Background: an optimization exercise with open tools, aiming at small area. Do not read the settings as production practice.
Function was checked by simulation only, so behaviour that the tests miss may differ from the original.
Power is estimated from default activity; no workload was simulated.

==> exp/violet <==
Design dtwBacktrace, start of the top module:
module dtwBacktrace (
    input  logic                      clk,
    input  logic                      nrst,
    input  logic                      i_btEna,
    input  logic [dtwPkg::ROW_W-1:0]  i_pathRow,
    input  logic [dtwPkg::DIST_W-1:0] i_finalDist,
    output logic                      o_btEnd,
    output logic [dtwPkg::DATA_W-1:0] o_data
);
==> module btControl, before the edit <==
module btControl (
    input  logic                        clk,
    input  logic                        nrst,
    input  logic                        i_btEna,
    input  logic                        i_atOrigin,
    input  logic                        i_tZero,
    input  logic                        i_rZero,
    input  logic                        i_atStart,     
    input  logic [1:0]                  i_dir,
    output logic                        o_load,
    output logic                        o_decTN,
    output logic                        o_decRN,
    output logic                        o_start
);
    logic en1;                                     
    logic step;
    always_ff @(posedge clk or negedge nrst) begin
        if (!nrst) begin
            en1 <= 1'b0;
        end else begin
            en1 <= i_btEna;
        end
    end
    assign o_load  = ~i_btEna;
    assign step    = en1 & ~i_atOrigin;
    assign o_decTN = ~(step & ~i_tZero & (i_rZero | i_dir[1]));    
    assign o_decRN = ~(step & ~i_rZero & (i_tZero | i_dir[0]));    
    assign o_start = en1 & i_atStart;
endmodule
export LEC_CHECK = 0
export CAP_MARGIN = 20
export CORE_MARGIN = 2
export CORE_UTILIZATION = 70
export SLEW_MARGIN = 20
export SYNTH_HIERARCHICAL = 1
create_clock -name core_clock -period 6.0 [get_ports {clk}]
standard.sh (not shown) runs the stock make flow with config.mk's settings and CLKGATE_MAP_FILE= SYNTH_SCRIPT=/design/flow/synth_recipe.tcl, a recipe that flattens the netlist after the stock synthesis.
==> flow/flow/run.sh <==
#!/bin/bash
set -euo pipefail
bash standard.sh \
  "BUFFER_PORTS_ARGS=-buffer_cell sky130_fd_sc_hd__buf_1" \
  "CTS_ARGS=-sink_clustering_enable -repair_clock_nets -dont_use_dummy_load -sink_clustering_size 10 -sink_clustering_max_diameter 40 -buf_list sky130_fd_sc_hd__clkbuf_4" \
  finish > standard_make.log 2>&1
==> exp/cedar (differences from exp/violet) <==
--- a/flow/design.v
+++ b/flow/design.v
@@ -26,7 +26,6 @@
     output logic                        o_start
 );
     logic en1;                                     
-    logic step;
     always_ff @(posedge clk or negedge nrst) begin
         if (!nrst) begin
             en1 <= 1'b0;
@@ -35,9 +34,12 @@
         end
     end
     assign o_load  = ~i_btEna;
-    assign step    = en1 & ~i_atOrigin;
-    assign o_decTN = ~(step & ~i_tZero & (i_rZero | i_dir[1]));    
-    assign o_decRN = ~(step & ~i_rZero & (i_tZero | i_dir[0]));    
+    logic enT;                                     
+    logic enR;
+    assign enT = en1 & ~i_tZero;
+    assign enR = en1 & ~i_rZero;
+    btO21ai uDecT (.i_a1 (i_rZero), .i_a2 (i_dir[1]), .i_b1 (enT), .o_y (o_decTN));    
+    btO21ai uDecR (.i_a1 (i_tZero), .i_a2 (i_dir[0]), .i_b1 (enR), .o_y (o_decRN));    
     assign o_start = en1 & i_atStart;
 endmodule
 module btLow (
@@ -160,6 +162,9 @@
 module btOr2 (input logic i_a, input logic i_b, output logic o_y);
     assign o_y = i_a | i_b;
 endmodule
+module btO21ai (input logic i_a1, input logic i_a2, input logic i_b1, output logic o_y);
+    assign o_y = ~((i_a1 | i_a2) & i_b1);
+endmodule
 module btInv (input logic i_a, output logic o_y);
     assign o_y = ~i_a;
 endmodule
==> qor summary <==
| item | exp/violet | exp/cedar |
|---|---|---|
| Status | no timing/DRC/antenna violations | no timing/DRC/antenna violations |
| Start-to-end type of the worst setup path | reg2reg | reg2out |
| Routed vias/inst | 7.018 | 7.035 |
| Setup skew after layout | 0.04898 ns | 0.06571 ns |
| Fraction of standard cell area that is sequential | 0.7501 | 0.7497 |
| Setup slack after placement | 0.3481 ns | 0.5751 ns |
| Peak supply drop | 0.0003260 V | 0.0003198 V |
| Worst rel slew slack | 0.3634 | 0.3290 |
| Total design power | 6.526 mW | 6.182 mW |
| Switching power total | 2.315 mW | 2.076 mW |
| Starting Density | 0.7104 | 0.7105 |
| Period utilization | 0.9405 | 0.9298 |
| Die footprint | 21560 um2 | 21560 um2 |
| Filler-free cell count of the finished design | 1150 | 1155 |
| Achievable clock frequency | 177.2 MHz | 179.2 MHz |
| Core utilization of the finished layout | 0.7557 | 0.7561 |
| Fraction of layout instances using a drive strength above 1 | 0.08646 | 0.08937 |
| Worst setup path endpoint | btCursor_i.btIndexT_i.idx[1] | o_data[0] |
| First-pass GRT wire length | 43950 um | 44310 um |

-- afterwards: timing with drivers on the ports --
The flow's constraints put no driver on any port. The routed layouts listed below were extracted and timed again, unchanged, in two steps.
Step 1, drivers: a clkbuf_16 drives clk and a buf_2 each remaining input, both assumed.
Step 2 adds t to the input delays and takes it off the output delays; t is the mean of the earliest and latest rising clock arrival at the registers after step 1. Input paths then give back, and output paths get back, about the clock's delay inside the block.
Slacks: ideal / step 1 / step 2; pairs: ideal / step 1.
run | t, ns | setup WS [ns] | hold WS [ns] | latest minus earliest clock arrival (ns)
exp/violet | 0.692 | 0.357 / 0.357 / 0.357 | 0.411 / 0.411 / 0.411 | 0.049 / 0.049
exp/cedar | 0.693 | 0.421 / 0.378 / 0.484 | 0.421 / 0.421 / 0.421 | 0.066 / 0.066
After both steps setup and hold are still met in every run listed.
